This is an optimization exercise on Yosys and OpenROAD, whose aim is small area, a short achievable clock period and few clock cycles per item, not a production implementation.
RTL that was checked went through simulation tests only; none was proved equivalent to the original.
Power is estimated from default activity; no workload was simulated.

## fp_addsub_top
module fp_addsub_top (
  input  logic        clk,
  input  logic        rst_n,
  input  logic        in_req,
  output logic        in_ack,
  input  logic [64:0] in_op,      
  output logic        out_req,
  input  logic        out_ack,
  output logic [34:0] out_res     
);
clock: 6.5 ns
lec_check: 0
abc_area: 1
cap_margin: 20
core_margin: 2
core_utilization: 40
setup_slack_margin: 3.0
slew_margin: 20
tns_end_percent: 5
buffer_ports_args: -buffer_cell sky130_fd_sc_hd__buf_1
standard.sh (not shown) runs the stock make flow with config.mk's settings and CLKGATE_MAP_FILE= SYNTH_SCRIPT=/design/flow/synth_recipe.tcl, a recipe that flattens the netlist after the stock synthesis.
==> flow/flow/run.sh <==
#!/bin/bash
set -e
echo 'export BUFFER_PORTS_ARGS = -buffer_cell sky130_fd_sc_hd__buf_1' >> config.mk
bash standard.sh > standard.log 2>&1
The baseline ran to the end with no violations.
Testbench counts at the start, summed over its fixed seeds: cycles 9,608, items 3,200.
==> next run, changes <==
- CTS_BUF_LIST: default -> sky130_fd_sc_hd__clkbuf_8
- CTS_CLUSTER_SIZE: default -> 30
- SETUP_SLACK_MARGIN: 3.0 -> 3.3
What happened: Total power goes down by 7.2%. Hold slack hardly moves. Sequential share of layout area rises by 0.44 points. Synthesized area stays the same. Wire length decreases by 0.69%. Final cell count barely changes.

Setup of try-willow:
fp_addsub_top, a different RTL version from the one above (not shown whole).
Size in the first run: about 1800 cells after synthesis, ~110 I/O pins, about 12000 sq um of cells after synthesis.
export LEC_CHECK = 0
export ABC_AREA = 1
export CAP_MARGIN = 10
export CORE_MARGIN = 2
export CORE_UTILIZATION = 40
export CTS_BUF_LIST = sky130_fd_sc_hd__clkbuf_8
export SETUP_SLACK_MARGIN = 3.6
export SLEW_MARGIN = 10
export TNS_END_PERCENT = 5
export BUFFER_PORTS_ARGS = -buffer_cell sky130_fd_sc_hd__buf_1
create_clock -name core_clock -period 6.5 [get_ports {clk}]
Scripts as last shown in full above: flow/flow/run.sh
Testbench counts of try-willow, summed over its fixed seeds: cycles 9,608, items 3,200.
Setup changes, try-willow to try-xenon
-- flow/config.mk --
<<< try-willow, line 9
export CAP_MARGIN = 10
>>> try-xenon, line 9
export CAP_MARGIN = 20
<<< try-willow, line 14
export SLEW_MARGIN = 10
export TNS_END_PERCENT = 5
>>> try-xenon, line 14
export SLEW_MARGIN = 20
export TNS_END_PERCENT = 20
Results
Both conditions hold for try-xenon: the flow ran to the end and the final layout passed the timing, DRC and antenna checks. On number of multi-input logic gates, try-willow and try-xenon are neck and neck. Between try-xenon and try-willow, the clock latency reported for the late side of the worst-skew pair does not differ in any meaningful way. Compared with try-willow, in try-xenon share of power burned in registers decreased 2.5 points; total power density per cell area now smaller; HPWL after detailed placement roughly the same.
Input changes introduced in try-pepper (baseline for comparison: try-xenon):
-- flow/config.mk --
<<< try-xenon, line 13
export SETUP_SLACK_MARGIN = 3.6
>>> try-pepper, line 13
export SETUP_SLACK_MARGIN = 3.3
<<< try-xenon, line 15
export TNS_END_PERCENT = 20
>>> try-pepper, line 15
export TNS_END_PERCENT = 0
Results
The final layout from try-pepper, which completed every stage, passed the timing, DRC and antenna checks at the end of the flow.
NOTE: delay of the slowest cell on the worst path in try-pepper exceeds that of try-xenon
Of try-xenon and try-pepper, the lower iteration-0 DRC count of the detailed router belongs to try-pepper.
Diff try-xenon..try-pepper | number of sequential storage elements | unchanged
As far as post-synth net total goes, try-pepper and try-xenon are indistinguishable; the numbers are identical.
On post-layout total power, try-xenon loses to try-pepper.
In the reports for try-xenon and try-pepper, the smaller layout overhead on the synthesized area belongs to try-pepper.
Inputs modified between try-pepper and try-fjord:
-- flow/config.mk --
<<< try-pepper, line 13
export SETUP_SLACK_MARGIN = 3.3
>>> try-fjord, line 13
export PLACE_DENSITY = 0.75
export SETUP_SLACK_MARGIN = 3.6
<<< try-pepper, line 15
export TNS_END_PERCENT = 0
>>> try-fjord, line 16
export TNS_END_PERCENT = 5
Notes after the runs:
Diff try-pepper -> try-fjord | worst setup slack | decrease of 0.13 ns. The hold slack was comparable across try-pepper and try-fjord. Cmp try-fjord vs try-pepper: count of filler cells inserted in the layout lower in try-fjord. Diff try-pepper -> try-fjord | total power draw | increase of about 9%. Summary of try-fjord over try-pepper: count of placed standard cells in the final layout, fillers left out now larger; detailed-route wire length now larger; flip-flop and latch area now larger.
### try-fjord -> try-maple
-- flow/config.mk --
<<< try-fjord, line 11
export CORE_UTILIZATION = 40
>>> try-maple, line 11
export CORE_UTILIZATION = 50
<<< try-fjord, line 13
export PLACE_DENSITY = 0.75
>>> try-maple, line 13
### Flow results
Going from try-fjord to try-maple, buffer count excluding the clock tree in the final layout shrank by a few percent.
Worst hold slack: try-fjord vs try-maple, no meaningful difference
The die of try-maple is smaller than the one used in try-fjord.
Taking try-fjord as 1.0, try-maple lands at 0.889 on number of cell rows.
Relative to try-fjord, shortest period the worst path allows decreased by 0.13 ns in try-maple.
try-maple vs. try-fjord: normalized max-slew margin shrank by 1.3 points; total routed wirelength grew by 800 microns.
try-maple: ratio of cells with drive above 1 in the final layout is 0.66 points lower than what try-fjord reported.
Compared to try-fjord, try-maple shows a wider setup margin.
The inputs of try-amber differ from those of try-maple as listed below.
-- flow/config.mk --
<<< try-maple, line 11
export CORE_UTILIZATION = 50
>>> try-amber, line 11
export CORE_UTILIZATION = 40
### Flow results
Post-cts resize count, try-maple and try-amber: higher on try-maple
try-amber does better than try-maple on post-route cell area.
Comparing area of the multi-input gates for try-maple and try-amber, the bigger number came from try-maple.
| internal power summed over all cells | try-amber vs try-maple | about 1.7% lower |
Diff try-maple -> try-amber: final standard cell count with taps included and fillers excluded now larger, met3 capacity usage during global routing now smaller.
Wire length on met2 on try-amber is down relative to try-maple.
Delta (try-amber minus try-maple): post-layout worst setup margin higher; last weighted congestion value of the routability-driven placer fell 3.8%; post-synthesis to final-layout area growth fell by 7.1 points; power in sequential cells comparable.

fp_addsub_top, a different RTL version from the one above (not shown whole).
For scale: about 1,800 cells after synthesis, roughly 110 I/O pins.
## fp_addsub_top
module fp_addsub_top (
  input  logic        clk,
  input  logic        rst_n,
  input  logic        in_req,
  output logic        in_ack,
  input  logic [64:0] in_op,      
  output logic        out_req,
  input  logic        out_ack,
  output logic [34:0] out_res     
);
Settings: LEC_CHECK=0, ABC_AREA=1, CAP_MARGIN=20, CORE_MARGIN=2, CORE_UTILIZATION=40, CTS_BUF_LIST=sky130_fd_sc_hd__clkbuf_8, SETUP_SLACK_MARGIN=2.8, SLEW_MARGIN=20, TNS_END_PERCENT=5, BUFFER_PORTS_ARGS=-buffer_cell sky130_fd_sc_hd__buf_1; clock period 6.5 ns.
Scripts as last shown in full above: flow/flow/run.sh
Testbench counts at the start, summed over its fixed seeds: cycles 9,608, items 3,200.
Change:
SETUP_SLACK_MARGIN = 3.3   (was 2.8)
Result: Routed wire length climbs by 1.0%; global-route usage rises by 0.64 points; core utilization went up by 1.4 points; total power rises by 5.3%; count of clock-buffer cells in the layout drops by 1; register-to-register slack improved by 160 ps; worst setup slack is better by 160 ps; sequential share of layout area came out lower by 0.69 points; cell area rises by 3.0%.
Change:
CTS_BUF_LIST = unset   (was sky130_fd_sc_hd__clkbuf_8)
SETUP_SLACK_MARGIN = 2.8   (was 3.3)
Result:
- The new run finished with timing, DRC and antenna clean
- maximum frequency fell by a few percent
- wire length hardly moves
- first-iteration DRC count rises by a few percent
Change:
CTS_BUF_LIST = sky130_fd_sc_hd__clkbuf_8   (was unset)
SETUP_SLACK_MARGIN = 3.6   (was 2.8)
TNS_END_PERCENT = 0   (was 5)
=> Cell count is lower slightly. Clock-buffer cell count is lower by 5. Combinational power is higher by a few percent. Worst hold slack hardly moves. Core utilization barely changes. Sequential power hardly moves. Sequential cell count stays the same. Routed wire length is lower slightly. Sequential share of layout area stays flat. First-iteration DRC count is lower by a few percent. Via count is higher slightly.

fp_addsub_top, a different RTL version from the one above (not shown whole).
Size: about 1900 cells after synthesis, about 150 flip-flops, roughly 110 I/O pins.
Settings: LEC_CHECK=0, ABC_AREA=1, CAP_MARGIN=20, CORE_MARGIN=2, CORE_UTILIZATION=40, CTS_BUF_LIST=sky130_fd_sc_hd__clkbuf_8, SETUP_SLACK_MARGIN=3.3, SLEW_MARGIN=20, TNS_END_PERCENT=5, BUFFER_PORTS_ARGS=-buffer_cell sky130_fd_sc_hd__buf_1; clock period 6.5 ns.
Scripts as last shown in full above: flow/flow/run.sh
Edit:
Settings changed: SETUP_SLACK_MARGIN 3.3 to 3.6, TNS_END_PERCENT 5 to 0.
The changed run ran to the end with no violations.
Routed wire length goes up by 0.38%.
Via count goes down by about 0.7%.
Worst hold slack hardly moves.
Total power is higher by 1.0%.
Global-route usage climbs by 0.34 points.
Sequential power is about the same.
Die area does not change.
Flip-flop and latch count does not change.
Clock power is lower by 4.0%.
Edit:
Settings changed: TNS_END_PERCENT 0 to 5.
Effect: Worst setup slack improved by 15 ps; cell count goes up by 0.37%; die area is unchanged; clock-buffer cell count stays the same; cell area goes up by 1.2%.
No run of this note included a check of the RTL's function; only the layout flow was run.

fp_addsub_top, a different RTL version from the one above (not shown whole).
Size in the first run: ~140 flip-flops, about 110 I/O pins.
export LEC_CHECK = 0
export ABC_AREA = 1
export CAP_MARGIN = 20
export CORE_MARGIN = 2
export CORE_UTILIZATION = 40
export CTS_BUF_LIST = sky130_fd_sc_hd__clkbuf_4 sky130_fd_sc_hd__clkbuf_8
export SETUP_SLACK_MARGIN = 3.3
export SLEW_MARGIN = 20
export TNS_END_PERCENT = 5
export BUFFER_PORTS_ARGS = -buffer_cell sky130_fd_sc_hd__buf_1
create_clock -name core_clock -period 6.5 [get_ports {clk}]
Scripts as last shown in full above: flow/flow/run.sh
Testbench counts at the start, summed over its fixed seeds: cycles 9,608, items 3,200.
Edit:
==> flow/run.sh (new file) <==
#!/bin/bash
# synth_recipe.tcl (not shown) runs the flow's synth.tcl, then flattens the netlist and writes it again
# the make line also repeats each setting of config.mk as NAME=value (left out here)
make -C /OpenROAD-flow-scripts/flow DESIGN_CONFIG=/design/flow/config.mk WORK_HOME=/design/flow/orfs CLKGATE_MAP_FILE= SYNTH_SCRIPT=/design/flow/synth_recipe.tcl finish
- BUFFER_PORTS_ARGS: -buffer_cell sky130_fd_sc_hd__buf_1 -> not set
- CTS_BUF_LIST: sky130_fd_sc_hd__clkbuf_4 sky130_fd_sc_hd__clkbuf_8 -> not set
- SETUP_SLACK_MARGIN: 3.3 -> 3.0
removed: flow/flow/run.sh
removed: flow/standard.sh
Outcome:
- wire length decreases by 2.4%
- worst hold slack is worse by 8.9 ps
- core utilization increases by 0.40 points
Edit:
==> flow/flow/run.sh (new file) <==
#!/bin/bash
set -e
echo 'export BUFFER_PORTS_ARGS = -buffer_cell sky130_fd_sc_hd__buf_2' >> config.mk
bash standard.sh > standard.log 2>&1
==> flow/standard.sh (new file) <==
#!/bin/bash
# synth_recipe.tcl (not shown) runs the flow's synth.tcl, then flattens the netlist and writes it again
# the make line also repeats each setting of config.mk as NAME=value (left out here)
make -C /OpenROAD-flow-scripts/flow DESIGN_CONFIG=/design/flow/config.mk WORK_HOME=/design/flow/orfs CLKGATE_MAP_FILE= SYNTH_SCRIPT=/design/flow/synth_recipe.tcl "${@:-finish}"
- BUFFER_PORTS_ARGS: not set -> -buffer_cell sky130_fd_sc_hd__buf_2
- CORE_UTILIZATION: 40 -> 60
removed: flow/run.sh
Effect:
- The new run completed with no timing, DRC or antenna violations
- final cell count decreases by 5.7%
- total power hardly moves
- worst setup slack is worse by 27 ps
- flip-flop and latch count stays the same
- wire length falls by 3.3%
- die area drops by 33%
- cell area came out lower by 6.0%
- global-route usage came out higher by 9.4 points

## re-timing with driven ports
In the flow no input, the clock included, has a driving cell. The finished layouts below were timed again as built, in two steps.
Step 1 sets driving cells, clkbuf_16 on the clock port and buf_2 on the other inputs (assumed; they add their load-dependent delay and slew).
Step 2 times the ports against the registers' clock, not the clock port: input delays grow and output delays shrink by t, the midpoint of the rising clock arrivals with the driver on.
a / b / c = ideal / step 1 / step 2; a / b = the first two.
run | shift t [ns] | slack for setup (ns) | worst setup path at the end | worst register clock-pin slew, ns | worst slew at a driven data input, ns
the first run of note 1 | 0.477 | 3.028 / 3.028 / 2.644 | input to register | 0.07 / 0.07 | 0.04
the second run of note 1 | 0.502 | 3.001 / 3.001 / 2.683 | input to register | 0.10 / 0.10 | 0.04
try-willow | 0.508 | 3.101 / 3.101 / 2.775 | input to register | 0.10 / 0.10 | 0.04
try-xenon | 0.513 | 3.025 / 3.025 / 3.025 | register to register | 0.10 / 0.10 | 0.05
try-pepper | 0.515 | 3.094 / 3.101 / 2.596 | input to register | 0.10 / 0.10 | 0.04
try-fjord | 0.507 | 2.961 / 2.961 / 2.621 | input to register | 0.10 / 0.10 | 0.04
try-maple | 0.504 | 3.094 / 3.094 / 2.663 | input to register | 0.09 / 0.09 | 0.04
try-amber | 0.508 | 3.101 / 3.101 / 2.775 | input to register | 0.10 / 0.10 | 0.04
the first run of note 3 | 0.508 | 2.752 / 2.752 / 2.465 | input to register | 0.10 / 0.10 | 0.03
the second run of note 3 | 0.510 | 2.911 / 2.911 / 2.613 | input to register | 0.10 / 0.10 | 0.04
the third run of note 3 | 0.476 | 2.834 / 2.834 / 2.517 | input to register | 0.07 / 0.07 | 0.03
the fourth run of note 3 | 0.516 | 2.849 / 2.849 / 2.617 | input to register | 0.10 / 0.10 | 0.04
the first run of note 4 | 0.536 | 3.096 / 3.096 / 2.597 | input to register | 0.10 / 0.10 | 0.06
the second run of note 4 | 0.544 | 3.138 / 3.138 / 2.611 | input to register | 0.10 / 0.10 | 0.06
the third run of note 4 | 0.546 | 3.153 / 3.153 / 2.615 | input to register | 0.11 / 0.11 | 0.06
the first run of note 5 | 0.516 | 3.023 / 3.023 / 2.688 | input to register | 0.10 / 0.10 | 0.03
the second run of note 5 | 0.479 | 2.914 / 2.914 / 2.468 | input to register | 0.07 / 0.07 | 0.04
the third run of note 5 | 0.480 | 2.887 / 2.887 / 2.562 | input to register | 0.07 / 0.07 | 0.03
After both steps setup and hold are still met in every run listed. The setup slack of the third run of note 4, which loses most, moves by 0.000 ns with the drivers and by -0.538 ns with both steps.
